This design comes from an exercise in tuning for small area, a short achievable clock period and few clock cycles per item on the open sky130 flow, not from production work.
The RTL was checked by simulation tests, not by an equivalence proof against the original design.
No activity file was given, so power comes from the tool's default toggle rates.

File: design.v
package sbfr_pkg;
  localparam int FRAME_BYTES_DEF = 121;
  localparam int SLOTS_DEF       = 3;
  localparam logic [7:0] MARKER_RESET = 8'hB0;
  localparam int SLOT_W      = 2;
  localparam int IN_TDATA_W  = 16;
  localparam int OUT_TDATA_W = 40;
  localparam logic [2:0] CHARS_ONE_BYTE = 3'd2;
  localparam logic [2:0] CHARS_TWO_BYTE = 3'd4;
  typedef enum logic [2:0] {
    RD_IDLE,
    RD_FETCH,
    RD_HI,
    RD_LO,
    RD_PUSH
  } sbfr_rd_state_t;
  typedef struct packed {
    logic              valid;
    logic [SLOT_W-1:0] slot;
  } sbfr_start_t;
  function automatic logic [7:0] hex_char(input logic [3:0] nib);
    if (nib < 4'd10) begin
      hex_char = 8'h30 + {4'd0, nib};
    end else begin
      hex_char = 8'h37 + {4'd0, nib};
    end
  endfunction
  function automatic logic [15:0] hex_pair(input logic [7:0] b);
    hex_pair = {hex_char(b[7:4]), hex_char(b[3:0])};
  endfunction
endpackage
module sbfr_frame_mem #(
  parameter int DEPTH = 363,
  parameter int AW    = 9
) (
  input  logic          clk,
  input  logic          we,
  input  logic [AW-1:0] waddr,
  input  logic [7:0]    wdata,
  input  logic [AW-1:0] raddr,
  output logic [7:0]    rdata
);
  logic [7:0] mem [DEPTH];
  logic [7:0] rdata_r;
  always_ff @(posedge clk) begin
    if (we) begin
      mem[waddr] <= wdata;
    end
  end
  always_ff @(posedge clk) begin
    rdata_r <= mem[raddr];
  end
  assign rdata = rdata_r;
endmodule
module sbfr_intake #(
  parameter int FRAME_BYTES = sbfr_pkg::FRAME_BYTES_DEF,
  parameter int SLOTS       = sbfr_pkg::SLOTS_DEF,
  parameter int AW          = 9
) (
  input  logic              clk,
  input  logic              rst_n,
  input  logic              cfg_wr_en,
  input  logic [7:0]        cfg_wr_data,
  input  logic              accept,
  input  logic              func,
  input  logic [sbfr_pkg::SLOT_W-1:0] slot,
  input  logic [7:0]        data_byte,
  input  logic              chunk_first,
  input  logic              chunk_last,
  output logic              mem_we,
  output logic [AW-1:0]     mem_waddr,
  output logic [7:0]        mem_wdata,
  output sbfr_pkg::sbfr_start_t       start
);
  localparam int SIW = (SLOTS > 1) ? $clog2(SLOTS) : 1;
  localparam int FW  = $clog2(FRAME_BYTES);
  logic [7:0]    marker_r;
  logic [FW-1:0] fill_r [SLOTS];
  logic          hunt_r [SLOTS];
  logic [31:0]    slot_ext;
  logic [SIW-1:0] si;
  logic           slot_ok;
  logic [FW-1:0]  fill_base;
  logic           hunt_base;
  logic [FW:0]    fill_inc;
  logic           drop;
  logic           done;
  logic [FW-1:0]  fill_nxt;
  logic           hunt_nxt;
  assign slot_ext = 32'(slot);
  assign si       = slot_ext[SIW-1:0];
  assign slot_ok  = slot_ext < 32'(SLOTS);
  always_comb begin
    fill_base = (chunk_first && data_byte == marker_r) ? '0 : fill_r[si];
    hunt_base = chunk_first ? 1'b0 : hunt_r[si];
    drop      = hunt_base && (data_byte != marker_r);
    fill_inc  = {1'b0, fill_base} + (FW+1)'(1);
    done      = !drop && (fill_inc == (FW+1)'(FRAME_BYTES));
    fill_nxt  = fill_base;
    hunt_nxt  = 1'b0;
    if (func) begin
      fill_nxt = '0;
      hunt_nxt = 1'b0;
    end else if (drop) begin
      hunt_nxt = !chunk_last;
    end else if (done) begin
      fill_nxt = '0;
      hunt_nxt = !chunk_last;
    end else begin
      fill_nxt = fill_inc[FW-1:0];
    end
  end
  always_ff @(posedge clk) begin
    if (!rst_n) begin
      marker_r <= sbfr_pkg::MARKER_RESET;
    end else if (cfg_wr_en) begin
      marker_r <= cfg_wr_data;
    end
  end
  always_ff @(posedge clk) begin
    if (!rst_n) begin
      for (int i = 0; i < SLOTS; i++) begin
        fill_r[i] <= '0;
        hunt_r[i] <= 1'b0;
      end
    end else if (accept && slot_ok) begin
      fill_r[si] <= fill_nxt;
      hunt_r[si] <= hunt_nxt;
    end
  end
  assign mem_we      = accept && slot_ok && !func && !drop;
  assign mem_waddr   = AW'(AW'(si) * AW'(FRAME_BYTES)) + AW'(fill_base);
  assign mem_wdata   = data_byte;
  assign start.valid = mem_we && done;
  assign start.slot  = slot;
endmodule
module sbfr_readout #(
  parameter int FRAME_BYTES = sbfr_pkg::FRAME_BYTES_DEF,
  parameter int SLOTS       = sbfr_pkg::SLOTS_DEF,
  parameter int AW          = 9
) (
  input  logic                   clk,
  input  logic                   rst_n,
  input  sbfr_pkg::sbfr_start_t            start,
  output logic                   busy,
  output logic [AW-1:0]          mem_raddr,
  input  logic [7:0]             mem_rdata,
  output logic                   out_tvalid,
  input  logic                   out_tready,
  output logic [sbfr_pkg::OUT_TDATA_W-1:0] out_tdata,
  output logic                   out_tlast
);
  localparam int SIW = (SLOTS > 1) ? $clog2(SLOTS) : 1;
  localparam int FW  = $clog2(FRAME_BYTES);
  sbfr_pkg::sbfr_rd_state_t state_r, state_nxt;
  logic [FW-1:0]     idx_r, idx_nxt;
  logic [sbfr_pkg::SLOT_W-1:0] slot_r, slot_nxt;
  logic [7:0]        hi_r, hi_nxt;
  logic [7:0]        lo_r, lo_nxt;
  logic              pair_r, pair_nxt;
  logic              end_r, end_nxt;
  logic                   ovalid_r, ovalid_nxt;
  logic [sbfr_pkg::OUT_TDATA_W-1:0] odata_r, odata_nxt;
  logic                   olast_r, olast_nxt;
  logic [31:0]    slot_ext;
  logic [SIW-1:0] si;
  logic [FW+1:0]  idx_ext;
  logic           load;
  logic [31:0]    text;
  logic [2:0]     count;
  assign slot_ext  = 32'(slot_r);
  assign si        = slot_ext[SIW-1:0];
  assign idx_ext   = (FW+2)'(idx_r);
  assign mem_raddr = AW'(AW'(si) * AW'(FRAME_BYTES)) + AW'(idx_r)
                   + ((state_r == sbfr_pkg::RD_HI) ? AW'(1) : AW'(0));
  assign text  = {sbfr_pkg::hex_pair(hi_r), pair_r ? sbfr_pkg::hex_pair(lo_r) : 16'h0000};
  assign count = pair_r ? sbfr_pkg::CHARS_TWO_BYTE : sbfr_pkg::CHARS_ONE_BYTE;
  assign load  = (state_r == sbfr_pkg::RD_PUSH) && (!ovalid_r || out_tready);
  always_comb begin
    state_nxt = state_r;
    idx_nxt   = idx_r;
    slot_nxt  = slot_r;
    hi_nxt    = hi_r;
    lo_nxt    = lo_r;
    pair_nxt  = pair_r;
    end_nxt   = end_r;
    unique case (state_r)
      sbfr_pkg::RD_IDLE: begin
        if (start.valid) begin
          slot_nxt  = start.slot;
          idx_nxt   = '0;
          state_nxt = sbfr_pkg::RD_FETCH;
        end
      end
      sbfr_pkg::RD_FETCH: begin
        state_nxt = sbfr_pkg::RD_HI;
      end
      sbfr_pkg::RD_HI: begin
        hi_nxt = mem_rdata;
        if (idx_ext + (FW+2)'(1) < (FW+2)'(FRAME_BYTES)) begin
          state_nxt = sbfr_pkg::RD_LO;
        end else begin
          pair_nxt  = 1'b0;
          lo_nxt    = '0;
          end_nxt   = 1'b1;
          state_nxt = sbfr_pkg::RD_PUSH;
        end
      end
      sbfr_pkg::RD_LO: begin
        lo_nxt    = mem_rdata;
        pair_nxt  = 1'b1;
        end_nxt   = idx_ext + (FW+2)'(2) >= (FW+2)'(FRAME_BYTES);
        state_nxt = sbfr_pkg::RD_PUSH;
      end
      sbfr_pkg::RD_PUSH: begin
        if (load) begin
          if (end_r) begin
            state_nxt = sbfr_pkg::RD_IDLE;
          end else begin
            idx_nxt   = FW'(idx_ext + (FW+2)'(2));
            state_nxt = sbfr_pkg::RD_FETCH;
          end
        end
      end
      default: begin
        state_nxt = sbfr_pkg::RD_IDLE;
      end
    endcase
  end
  always_comb begin
    ovalid_nxt = ovalid_r;
    odata_nxt  = odata_r;
    olast_nxt  = olast_r;
    if (load) begin
      ovalid_nxt = 1'b1;
      odata_nxt  = {3'b000, count, text, slot_r};
      olast_nxt  = end_r;
    end else if (out_tready) begin
      ovalid_nxt = 1'b0;
    end
  end
  always_ff @(posedge clk) begin
    if (!rst_n) begin
      state_r  <= sbfr_pkg::RD_IDLE;
      ovalid_r <= 1'b0;
    end else begin
      state_r  <= state_nxt;
      ovalid_r <= ovalid_nxt;
    end
  end
  always_ff @(posedge clk) begin
    idx_r   <= idx_nxt;
    slot_r  <= slot_nxt;
    hi_r    <= hi_nxt;
    lo_r    <= lo_nxt;
    pair_r  <= pair_nxt;
    end_r   <= end_nxt;
    odata_r <= odata_nxt;
    olast_r <= olast_nxt;
  end
  assign busy       = (state_r != sbfr_pkg::RD_IDLE);
  assign out_tvalid = ovalid_r;
  assign out_tdata  = odata_r;
  assign out_tlast  = olast_r;
endmodule
module start_byte_frame_reassembler #(
  parameter int FRAME_BYTES = sbfr_pkg::FRAME_BYTES_DEF,
  parameter int SLOTS       = sbfr_pkg::SLOTS_DEF
) (
  input  logic                   clk,
  input  logic                   rst_n,
  input  logic                   cfg_wr_en,
  input  logic [7:0]             cfg_wr_data,
  input  logic                   in_tvalid,
  output logic                   in_tready,
  input  logic [sbfr_pkg::IN_TDATA_W-1:0]  in_tdata,
  input  logic                   in_tuser,
  input  logic                   in_tlast,
  output logic                   out_tvalid,
  input  logic                   out_tready,
  output logic [sbfr_pkg::OUT_TDATA_W-1:0] out_tdata,
  output logic                   out_tlast
);
  localparam int DEPTH = SLOTS * FRAME_BYTES;
  localparam int AW    = (DEPTH > 1) ? $clog2(DEPTH) : 1;
  logic          accept;
  logic          mem_we;
  logic [AW-1:0] mem_waddr;
  logic [7:0]    mem_wdata;
  logic [AW-1:0] mem_raddr;
  logic [7:0]    mem_rdata;
  sbfr_pkg::sbfr_start_t   start;
  logic          busy;
  assign in_tready = !busy;
  assign accept    = in_tvalid && in_tready;
  sbfr_intake #(
    .FRAME_BYTES(FRAME_BYTES),
    .SLOTS      (SLOTS),
    .AW         (AW)
  ) u_intake (
    .clk        (clk),
    .rst_n      (rst_n),
    .cfg_wr_en  (cfg_wr_en),
    .cfg_wr_data(cfg_wr_data),
    .accept     (accept),
    .func       (in_tuser),
    .slot       (in_tdata[1:0]),
    .data_byte  (in_tdata[9:2]),
    .chunk_first(in_tdata[10]),
    .chunk_last (in_tlast),
    .mem_we     (mem_we),
    .mem_waddr  (mem_waddr),
    .mem_wdata  (mem_wdata),
    .start      (start)
  );
  sbfr_frame_mem #(
    .DEPTH(DEPTH),
    .AW   (AW)
  ) u_mem (
    .clk  (clk),
    .we   (mem_we),
    .waddr(mem_waddr),
    .wdata(mem_wdata),
    .raddr(mem_raddr),
    .rdata(mem_rdata)
  );
  sbfr_readout #(
    .FRAME_BYTES(FRAME_BYTES),
    .SLOTS      (SLOTS),
    .AW         (AW)
  ) u_readout (
    .clk       (clk),
    .rst_n     (rst_n),
    .start     (start),
    .busy      (busy),
    .mem_raddr (mem_raddr),
    .mem_rdata (mem_rdata),
    .out_tvalid(out_tvalid),
    .out_tready(out_tready),
    .out_tdata (out_tdata),
    .out_tlast (out_tlast)
  );
endmodule
File: run.sh
#!/bin/bash
# synth_recipe.tcl (not shown) runs the flow's synth.tcl, then flattens the netlist and writes it again
# the make line also repeats each setting of config.mk as NAME=value (left out here)
make -C /OpenROAD-flow-scripts/flow DESIGN_CONFIG=/design/flow/config.mk WORK_HOME=/design/flow/orfs CLKGATE_MAP_FILE= SYNTH_SCRIPT=/design/flow/synth_recipe.tcl finish
File: config.mk
export PLATFORM = sky130hd
export DESIGN_NAME = start_byte_frame_reassembler
export DESIGN_NICKNAME = start_byte_frame_reassembler
export VERILOG_FILES = /design/flow/design.v
export SDC_FILE = /design/flow/constraint.sdc
export NUM_CORES = 4
export LEC_CHECK = 0
export CAP_MARGIN = 20
export CORE_MARGIN = 2
export CORE_UTILIZATION = 40
export SLEW_MARGIN = 20
File: constraint.sdc
create_clock -name core_clock -period 6.0 [get_ports {clk}]
set_input_delay 1.2000 -clock core_clock [delete_from_list [all_inputs] [get_ports {clk}]]
set_output_delay 1.2000 -clock core_clock [all_outputs]
set_load 0.01 [all_outputs]
==> flow_summary.ini <==
[timing]
relSlewSlack_pct = 21.4
period_share_pct = 87.6
finalClockSkew_ps = 45.1
min_period_ps = 5260
drv_slew = 0
final_hold_viol_count = 0
tightest_slew_ps = 1180
fmax_ghz = 0.190
setup_violations = 0
rsz0062_at_grt = false

[clock_network]
cts.reportedPaths.clkPinSlew_ps = 60
cts_tree = done
clock_latency_ps = 870
ctsResizeCount = 0
cts_hold_buf = 0
cts_setup_buffers = 0
cts_sinks = 3015
cts_inserted_buffers = 309
ctsLongestPathBuffers = 4
htree_levels = 5
root_buffer = clkbuf_16

[setup_path]
cp_max_fo = 9
required_ps = 6660
start_kind = register
crit_arrival_ps = 5920
critical_path_class = register to register
critPathCaptureType = register

[logic_synthesis]
synthFlopType = edfxtp_1
yosysTopAreaCell = edfxtp_1
synth_area_um2 = 119000
synthCells = 5593
ys_types = 76
ys_seq_area_share_pct = 76.2
synth_edf_count = 2992
synth_top_area_share_pct = 75.8
synth_area_leaders = edfxtp_1 (76%), mux4_2 (16%), nor2_1 (1.4%)
synthArstFlopShare_pct = 0
syn_area_per_cell_um2 = 21.2
yosysWarnings = 3
ys_seq_elements = 3015

[route]
wirelength_um = 312000
avgRoutedWirePerCell_um = 29.6
vias = 59300
drtAntennaViolNets = 0
drt_first_iter_violations = 6958
vias_per_cell = 5.63
drc = 0
drtPass1Iterations = 5

[grt]
grt_max_degree = 176
grt_pass1_vias = 60200
antenna_found_initial = 11
track_usage_pct = 20.6
grt_pass1_wl_um = 446000
grt.overflow.total = 0

[placed_design]
dpl.cell_count = 9986
placed_cell_area_um2 = 129000
post-dp-hpwl_um = 193000
portBuffers = 60
gp_congestion = 0.829

[finish]
fin_area_um2 = 138000
drive_above_1_share_pct = 31.0
final_nets = 6447
syn_to_final_growth_pct = 16.6
fin_cells = 10500

[hold_path]
hp-class = register to register

[pwr]
leakagePower_nw = 44.4
p_per_area_nw_per_um2 = 316
intPower_w = 0.0345
p_seq_share_pct = 53.2
comb_power_share_pct = 4.2
p_sw_w = 0.00915
clkPwrFrac_pct = 42.6
vdd_drop_max_uv = 233
switching_share_pct = 21.0

[floorplanning]
core_area_um2 = 294000
dieWidth_um = 548
io_pins = 74
initial_core_util_pct = 40.3
die_height_um = 548
die_area_um2 = 301000
rows = 199

[run_status]
outcome = complete, no violations

[job]
drv_cap = 0
## worst max-delay path, cell delays in order (launching register included)
cell	delay (ps)
edfxtp_1	570
ha_1	270
ha_1	420
a31o_4	350
xnor2_4	570
buf_4	370
mux4_2	550
or2_2	300
o211ai_1	210
o21ai_0	390
nor4_1	690
nor3_1	320
## state kept, by name, indices dropped and copies added (netlist names)
register,count
u_mem.mem,2904
u_readout.odata_r,32
u_intake.fill_r,28
u_intake.marker_r,8
u_mem.rdata_r,8
u_readout.hi_r,8
u_readout.lo_r,8
u_readout.idx_r,6
u_intake.hunt_r,4
u_readout.state_r,3
u_readout.slot_r,2
u_readout.end_r,1
u_readout.olast_r,1
u_readout.ovalid_r,1
u_readout.pair_r,1
## cells in the final DEF, fill, tap and decap left out, drive strengths merged, types with 7 or more instances in the layout
| master | n |
|---|---|
| edfxtp | 2992 |
| mux4 | 840 |
| buf | 729 |
| nor2 | 450 |
| clkbuf | 378 |
| nand2 | 350 |
| clkinv | 127 |
| nand3 | 90 |
| a21oi | 52 |
| clkdlybuf4s50 | 52 |
| mux2i | 51 |
| inv | 49 |
| ha | 31 |
| o21ai | 27 |
| a22oi | 26 |
| nor3 | 25 |
| and3 | 25 |
| dfxtp | 23 |
| bufinv | 22 |
| a31oi | 21 |
| nand4 | 20 |
| and2 | 20 |
| a311oi | 17 |
| conb | 16 |
| xor2 | 15 |
| o211ai | 14 |
| xnor2 | 14 |
| a211oi | 8 |
| nor4 | 7 |
| mux2 | 7 |
| fa | 7 |
## stage by stage
stage | hold WS (ps) | total power [W] | utilization [%] | TNS, ps | setup slack [ps]
global route | 456 | 0.0448 | 47.0 | 0 | 630
floorplan | 400 | 0.0245 | - | 0 | 853
detailed placement | 428 | 0.0255 | 43.7 | -87.6 | -11.7
CTS | 445 | 0.0439 | 47.0 | 0 | 847
global placement | 414 | 0.0255 | 43.7 | -886 | -33.0
finish | 438 | 0.0436 | 47.0 | 0 | 741
## layout make-up
class                           count  area (um^2)
Fill cell                       24300       156000
Sequential cell                  3015        90300
Multi-Input combinational cell   2229        26400
Clock buffer                      378         8150
Timing Repair Buffer              781         6810
Tap cell                         3919         4900
Clock inverter                    162         1510
Inverter                           42          158
Antenna cell                        6         15.0
## synth_stat cells, drive strengths merged, types with 20 or more instances
master / count
ha: 31
o21ai: 27
a22oi: 26
dfxtp: 23
and2: 20
inv: 40
a21oi: 52
mux2i: 51
and3: 25
nand4: 20
edfxtp: 2992
clkbuf: 95
nand2: 350
a31oi: 21
nand3: 90
buf: 227
nor2: 450
nor3: 25
mux4: 840
## power groups by stage
stage | combinational, W | clock, W | sequential [W]
after floorplan | 0.000813 | 0 | 0.0237
after global placement | 0.00181 | 0 | 0.0237
after detailed placement | 0.00184 | 0 | 0.0237
after CTS | 0.00184 | 0.0189 | 0.0232
after global routing | 0.00193 | 0.0197 | 0.0232
final | 0.00182 | 0.0186 | 0.0232
## per-layer routing
layer / GRT usage, % / vias to the layer above / wire [um]
li1: - / 24600 / -
met1: 28.4 / 31800 / 127000
met2: 33.7 / 2359 / 153000
met3: 3.71 / 465 / 23000
met4: 6.00 / 8 / 9550
met5: 0 / - / 48
## cells by family after synthesis
| family | synth area share, % |
|---|---|
| buf+inv | 1.72 |
| fa+ha+maj | 0.445 |
| flops | 76.2 |
| mux | 16.5 |
| simple gates | 3.59 |
| compound gates | 1.36 |
| xor+xnor | 0.249 |
| other cells | 0.00316 |
## path summary, 6_finish.rpt
kind,to,depth (start not counted),start,slack (ps)
worst max register to register,u_mem.rdata_r[6]$_DFF_P_,11,u_readout.slot_r[1]$_DFFE_PP_,740
worst min-delay path,u_readout.hi_r[4]$_DFFE_PN_,0,u_mem.rdata_r[4]$_DFF_P_,440
worst min register to register,u_readout.hi_r[4]$_DFFE_PN_,0,u_mem.rdata_r[4]$_DFF_P_,440
worst max-delay path,u_mem.rdata_r[6]$_DFF_P_,11,u_readout.slot_r[1]$_DFFE_PP_,740
Testbench counts, summed over its fixed seeds: cycles 67,203, items 30,995.

## afterwards: timing with drivers on the ports
No port has a modelled driver above. Below, the same layout with a new extraction and two added sets of constraints. Step 1: set_driving_cell puts a clkbuf_16 on clk and a buf_2 on each other input, an assumption about the parent block. Step 2 moves the port delays by t, midway between the first and last clock arrival at a register: inputs arrive t later, outputs are due t later. That takes back most of the time a late clock gives input paths. Three values: ideal, step 1, step 2; two values: the first two.
t (ns): 0.954
setup slack, ns: 0.741 / 0.741 / -0.025
worst setup path at the end: input to register
cell pins on the clock port's net: 1
Met with ideal ports but missed after step 2: setup timing in this run. The setup slack of this run moves by 0.000 ns with the drivers and by -0.766 ns with both steps.
